From an optimization exercise on the open Yosys and OpenROAD flow, aimed at small area, a short achievable clock period and few clock cycles per item; shortcuts taken in it are not production practice. RTL that was checked went through simulation tests only; none was proved equivalent to the original. No activity file was given, so power comes from the tool's default toggle rates.

// qpsk_mimo_modulator
module qpsk_mimo_modulator #(
    parameter int R_W = 16,
    parameter int Y_W = 20
) (
    input  logic              i_clk,
    input  logic              i_reset_n,
    input  logic              i_r_load,
    input  logic [20*R_W-1:0] i_r,
    input  logic              i_bit_vld,
    input  logic              i_bit,
    output logic              o_bit_rdy,
    output logic              o_vld,
    input  logic              i_rdy,
    output logic [8*Y_W-1:0]  o_y_hat,
    output logic              o_busy
);
For scale: ~490 I/O pins.
export LEC_CHECK = 0
export CAP_MARGIN = 50
export CORE_MARGIN = 2
export CORE_UTILIZATION = 40
export CTS_BUF_LIST = sky130_fd_sc_hd__clkbuf_8 sky130_fd_sc_hd__clkbuf_4
export SLEW_MARGIN = 60
create_clock -name core_clock -period 12.0 [get_ports {i_clk}]
standard.sh (not shown) runs the stock make flow with config.mk's settings and CLKGATE_MAP_FILE= SYNTH_SCRIPT=/design/flow/synth_recipe.tcl, a recipe that flattens the netlist after the stock synthesis.
==> flow/flow/run.sh <==
#!/bin/bash
# Standard ORFS layout with two changes to how it is built:
#  - ports buffered with buf_2 cells instead of the resizer's default pick
#  - timing repair aims for 7 ns of extra setup slack (the SDC is unchanged)
export BUFFER_PORTS_ARGS="-buffer_cell sky130_fd_sc_hd__buf_2"
export SETUP_SLACK_MARGIN=7
bash standard.sh > standard.log 2>&1
Testbench counts at the start, summed over its fixed seeds: cycles 4,448, items 512.
==> next run, changes <==
==> flow/run.sh (new file) <==
#!/bin/bash
# synth_recipe.tcl (not shown) runs the flow's synth.tcl, then flattens the netlist and writes it again
# the make line also repeats each setting of config.mk as NAME=value (left out here)
make -C /OpenROAD-flow-scripts/flow DESIGN_CONFIG=/design/flow/config.mk WORK_HOME=/design/flow/orfs CLKGATE_MAP_FILE= SYNTH_SCRIPT=/design/flow/synth_recipe.tcl finish
removed: flow/flow/run.sh
removed: flow/standard.sh
What happened: The changed run finished with timing, DRC and antenna clean. Global-route usage went up by 0.39 points. Synthesized area is unchanged. Hold slack got worse by 4.8 ps.

qpsk_mimo_modulator, a different RTL version from the one above (not shown whole).
Size: about 1,400 cells after synthesis, ~570 flip-flops, ~490 I/O pins, roughly 21,000 µm² of cells after synthesis.
export LEC_CHECK = 0
export CAP_MARGIN = 50
export CORE_MARGIN = 2
export CORE_UTILIZATION = 60
export CTS_BUF_LIST = sky130_fd_sc_hd__clkbuf_16
export CTS_CLUSTER_DIAMETER = 100
export CTS_CLUSTER_SIZE = 22
export SLEW_MARGIN = 60
create_clock -name core_clock -period 12.0 [get_ports {i_clk}]
==> flow/flow/run.sh <==
#!/bin/bash
# Standard ORFS layout (the standard.sh) with two changes to how it is built:
#  - ports are buffered with buf_1 cells instead of the resizer's default pick
#  - timing repair aims for 8.4 ns of setup slack beyond the SDC's (the SDC is unchanged)
export BUFFER_PORTS_ARGS="-buffer_cell sky130_fd_sc_hd__buf_1"
export SETUP_SLACK_MARGIN=8.4
bash standard.sh > standard.log 2>&1
Edit:
--- a/flow/config.mk
+++ b/flow/config.mk
@@ -12,3 +12,3 @@
 export CTS_CLUSTER_DIAMETER = 100
-export CTS_CLUSTER_SIZE = 22
+export CTS_CLUSTER_SIZE = 25
 export SLEW_MARGIN = 60
Effect: The new run completed with no timing, DRC or antenna violations. Sequential power stays flat. Utilization fell by 0.19 points. Routed wire length drops by 0.74%. Non-clock buffer count does not change. Sequential share of layout area grows by 0.15 points. Cell area is about the same. Power came out lower by 0.56%. Die area is unchanged. Worst hold slack loses 0.0066 ns.
Edit:
==> flow/flow/run.sh (replaced) <==
#!/bin/bash
# Standard ORFS layout (the standard.sh) with two changes to how it is built:
#  - ports are buffered with buf_1 cells instead of the resizer's default pick
#  - timing repair aims for 8.5 ns of setup slack beyond the SDC's (the SDC is unchanged)
export BUFFER_PORTS_ARGS="-buffer_cell sky130_fd_sc_hd__buf_1"
export SETUP_SLACK_MARGIN=8.5
bash standard.sh > standard.log 2>&1
--- a/flow/config.mk
+++ b/flow/config.mk
@@ -9,3 +9,3 @@
 export CORE_MARGIN = 2
-export CORE_UTILIZATION = 60
+export CORE_UTILIZATION = 70
 export CTS_BUF_LIST = sky130_fd_sc_hd__clkbuf_16
Global-route usage rises by 5.9 points.
Cell area goes up by 0.49%.
Routed wire length is higher by 9.2%.
Sequential share of layout area fell by 0.27 points.
Flip-flop and latch count stays the same.
Setup slack is worse by 0.022 ns.
Edit:
==> flow/flow/run.sh (replaced) <==
#!/bin/bash
# Standard ORFS layout (the standard.sh) with two changes to how it is built:
#  - ports are buffered with buf_1 cells instead of the resizer's default pick
#  - timing repair aims for 8.4 ns of setup slack beyond the SDC's (the SDC is unchanged)
export BUFFER_PORTS_ARGS="-buffer_cell sky130_fd_sc_hd__buf_1"
export SETUP_SLACK_MARGIN=8.4
bash standard.sh > standard.log 2>&1
--- a/flow/config.mk
+++ b/flow/config.mk
@@ -9,3 +9,3 @@
 export CORE_MARGIN = 2
-export CORE_UTILIZATION = 70
+export CORE_UTILIZATION = 60
 export CTS_BUF_LIST = sky130_fd_sc_hd__clkbuf_16
@@ -13,2 +13,3 @@
 export CTS_CLUSTER_SIZE = 25
+export PLACE_DENSITY = 0.7
 export SLEW_MARGIN = 60
Effect: Worst setup slack improved by 0.0057 ns. Flip-flop and latch count stays the same. Cell count went up by a few percent. Global-route usage went down by 6.1 points. Routed wire length went down by roughly a tenth. Combinational power went down by roughly a tenth. Final area went down slightly. Non-clock buffer count went down by 8. Synthesized cell count does not change.
Function was not checked in any run of this note: the RTL went through the layout flow alone.

qpsk_mimo_modulator again, from the RTL that the note above started with.
Settings: LEC_CHECK=0, CAP_MARGIN=50, CORE_MARGIN=2, CORE_UTILIZATION=60, CTS_BUF_LIST=sky130_fd_sc_hd__clkbuf_16, CTS_CLUSTER_DIAMETER=100, CTS_CLUSTER_SIZE=25, SLEW_MARGIN=60; clock period 12.0 ns.
==> flow/flow/run.sh <==
#!/bin/bash
# Standard ORFS layout (the standard.sh) with two changes to how it is built:
#  - ports are buffered with buf_1 cells instead of the resizer's default pick
#  - timing repair aims for 8.5 ns of setup slack beyond the SDC's (the SDC is unchanged)
export BUFFER_PORTS_ARGS="-buffer_cell sky130_fd_sc_hd__buf_1"
export SETUP_SLACK_MARGIN=8.5
bash standard.sh > standard.log 2>&1
Rerun with:
--- a/flow/config.mk
+++ b/flow/config.mk
@@ -13 +13 @@
-export CTS_CLUSTER_SIZE = 25
+export CTS_CLUSTER_SIZE = 20
Worst hold slack improved by 5.8 ps.
Setup slack improves by 32 ps.
Critical path depth stays the same.
Rerun with:
--- a/flow/flow/run.sh
+++ b/flow/flow/run.sh
@@ -4 +4 @@
-#  - timing repair aims for 8.5 ns of setup slack beyond the SDC's (the SDC is unchanged)
+#  - timing repair aims for 8.4 ns of setup slack beyond the SDC's (the SDC is unchanged)
@@ -6 +6 @@
-export SETUP_SLACK_MARGIN=8.5
+export SETUP_SLACK_MARGIN=8.4
--- a/flow/config.mk
+++ b/flow/config.mk
@@ -12,2 +12,2 @@
-export CTS_CLUSTER_DIAMETER = 100
-export CTS_CLUSTER_SIZE = 20
+export CTS_CLUSTER_DIAMETER = 80
+export CTS_CLUSTER_SIZE = 28
Outcome:
- The new run finished with timing, DRC and antenna clean
- die area stays the same
- via count came out lower by 1.6%
- maximum frequency came out lower by 1.2%
- worst setup slack gets worse by 44 ps
- sequential power stays flat
- flip-flop and latch count is unchanged
Rerun with:
--- a/flow/flow/run.sh
+++ b/flow/flow/run.sh
@@ -4 +4 @@
-#  - timing repair aims for 8.4 ns of setup slack beyond the SDC's (the SDC is unchanged)
+#  - timing repair aims for 8.5 ns of setup slack beyond the SDC's (the SDC is unchanged)
@@ -6 +6 @@
-export SETUP_SLACK_MARGIN=8.4
+export SETUP_SLACK_MARGIN=8.5
--- a/flow/config.mk
+++ b/flow/config.mk
@@ -12,2 +12,3 @@
-export CTS_CLUSTER_DIAMETER = 80
-export CTS_CLUSTER_SIZE = 28
+export CTS_CLUSTER_DIAMETER = 100
+export CTS_CLUSTER_SIZE = 25
+export PLACE_DENSITY = 0.8
After rerunning: The new run went through all stages and came out clean; cell area went up by 0.94%; wire length rises by 5.0%; power is higher by 4.9%; area after synthesis does not change; critical path depth stays the same.
Function was not checked in any run of this note: the RTL went through the layout flow alone.

Setup of orange:
qpsk_mimo_modulator, a different RTL version from the one above (not shown whole).
Size: roughly 560 flip-flops, about 490 I/O pins, about 21000 um2 of cells after synthesis.
Settings: LEC_CHECK=0, ABC_AREA=1, CAP_MARGIN=50, CORE_MARGIN=2, CORE_UTILIZATION=60, CTS_BUF_LIST=sky130_fd_sc_hd__clkbuf_16, CTS_CLUSTER_DIAMETER=100, CTS_CLUSTER_SIZE=25, SLEW_MARGIN=60; clock period 12.0 ns.
==> flow/flow/run.sh <==
#!/bin/bash
# Standard ORFS layout (the standard.sh) with two changes to how it is built:
#  - ports are buffered with buf_1 cells instead of the resizer's default pick
#  - timing repair aims for 8.4 ns of setup slack beyond the SDC's (the SDC is unchanged)
export BUFFER_PORTS_ARGS="-buffer_cell sky130_fd_sc_hd__buf_1"
export SETUP_SLACK_MARGIN=8.4
bash standard.sh > standard.log 2>&1
In summary, orange completed successfully, with a layout that passed the timing, design-rule and antenna checks.
Testbench counts of orange, summed over its fixed seeds: cycles 4,448, items 512.
Input-level comparison between green and orange:
==> flow/flow/run.sh <==
#!/bin/bash
# Standard ORFS layout (the standard.sh) with two changes to how it is built:
#  - ports are buffered with buf_1 cells instead of the resizer's default pick
#  - timing repair aims for 8.1 ns of setup slack beyond the SDC's (the SDC is unchanged)
export BUFFER_PORTS_ARGS="-buffer_cell sky130_fd_sc_hd__buf_1"
export SETUP_SLACK_MARGIN=8.1
bash standard.sh > standard.log 2>&1
### Flow results
Of the two values seen for source of the critical timing path, g1_y[11]$_DFFE_PP_ was produced by orange and rdy$_DFF_PN1_ by green.
Share of total power in the clock network ended up 0.4 points higher on green than on orange.
Total power of the final layout: green vs orange down about 3.5%
Per the comparison of green with orange, routed wire length now sits lower, combined area of the multi-input logic cells shrank by 0.98%, leakage power total went down 0.63%.
Summary — met1 layer wirelength in the final routing, green relative to orange: lower, by about 2.6%.
green has completed all stages; timing, DRC and antenna checks passed.
Compared with orange, green shows design area that has gone down slightly.
The sequential share of layout area in green sits 0.32 points above the value recorded for orange.
From orange to green the numbers moved as follows: setup slack went down by 0.12 ns, global-route wire length before repair went down by about 0.3%, worst slack after detailed placement went down by 0.30 ns.

## port drivers added, routing unchanged
No port has a modelled driver above. Below, the same layouts with a new extraction and two added sets of constraints. Step 1 sets driving cells, clkbuf_16 on the clock port and buf_2 on the other inputs (assumed; they add their load-dependent delay and slew). Step 2 adds t to the input delays and takes it off the output delays; t is the mean of the earliest and latest rising clock arrival at the registers after step 1. Input paths then give back, and output paths get back, about the clock's delay inside the block. Three values: ideal ports, drivers, drivers and shift; two values: the first two.
run | t, ns | setup WS [ns] | hold slack, ns
the first run of note 1 | 0.703 | 8.174 / 8.174 / 7.658 | 0.346 / 0.346 / 0.346
the second run of note 1 | 0.721 | 7.780 / 7.724 / 7.122 | 0.342 / 0.342 / 0.342
the first run of note 2 | 0.624 | 8.365 / 8.313 / 7.828 | 0.351 / 0.351 / 0.351
the second run of note 2 | 0.613 | 8.361 / 8.309 / 7.833 | 0.345 / 0.345 / 0.345
the third run of note 2 | 0.617 | 8.340 / 8.288 / 7.966 | 0.363 / 0.363 / 0.363
the fourth run of note 2 | 0.609 | 8.345 / 8.291 / 7.903 | 0.352 / 0.352 / 0.352
the first run of note 3 | 0.615 | 8.358 / 8.304 / 7.867 | 0.344 / 0.344 / 0.344
the second run of note 3 | 0.577 | 8.390 / 8.336 / 7.909 | 0.350 / 0.350 / 0.350
the third run of note 3 | 0.619 | 8.346 / 8.291 / 7.833 | 0.338 / 0.338 / 0.338
the fourth run of note 3 | 0.630 | 8.335 / 8.282 / 7.970 | 0.358 / 0.358 / 0.358
orange | 0.615 | 8.373 / 8.318 / 7.890 | 0.383 / 0.383 / 0.383
green | 0.611 | 8.252 / 8.200 / 7.644 | 0.386 / 0.386 / 0.386
After both steps setup and hold are still met in every run listed. The setup slack of the second run of note 1, which loses most, moves by -0.056 ns with the drivers and by -0.658 ns with both steps.
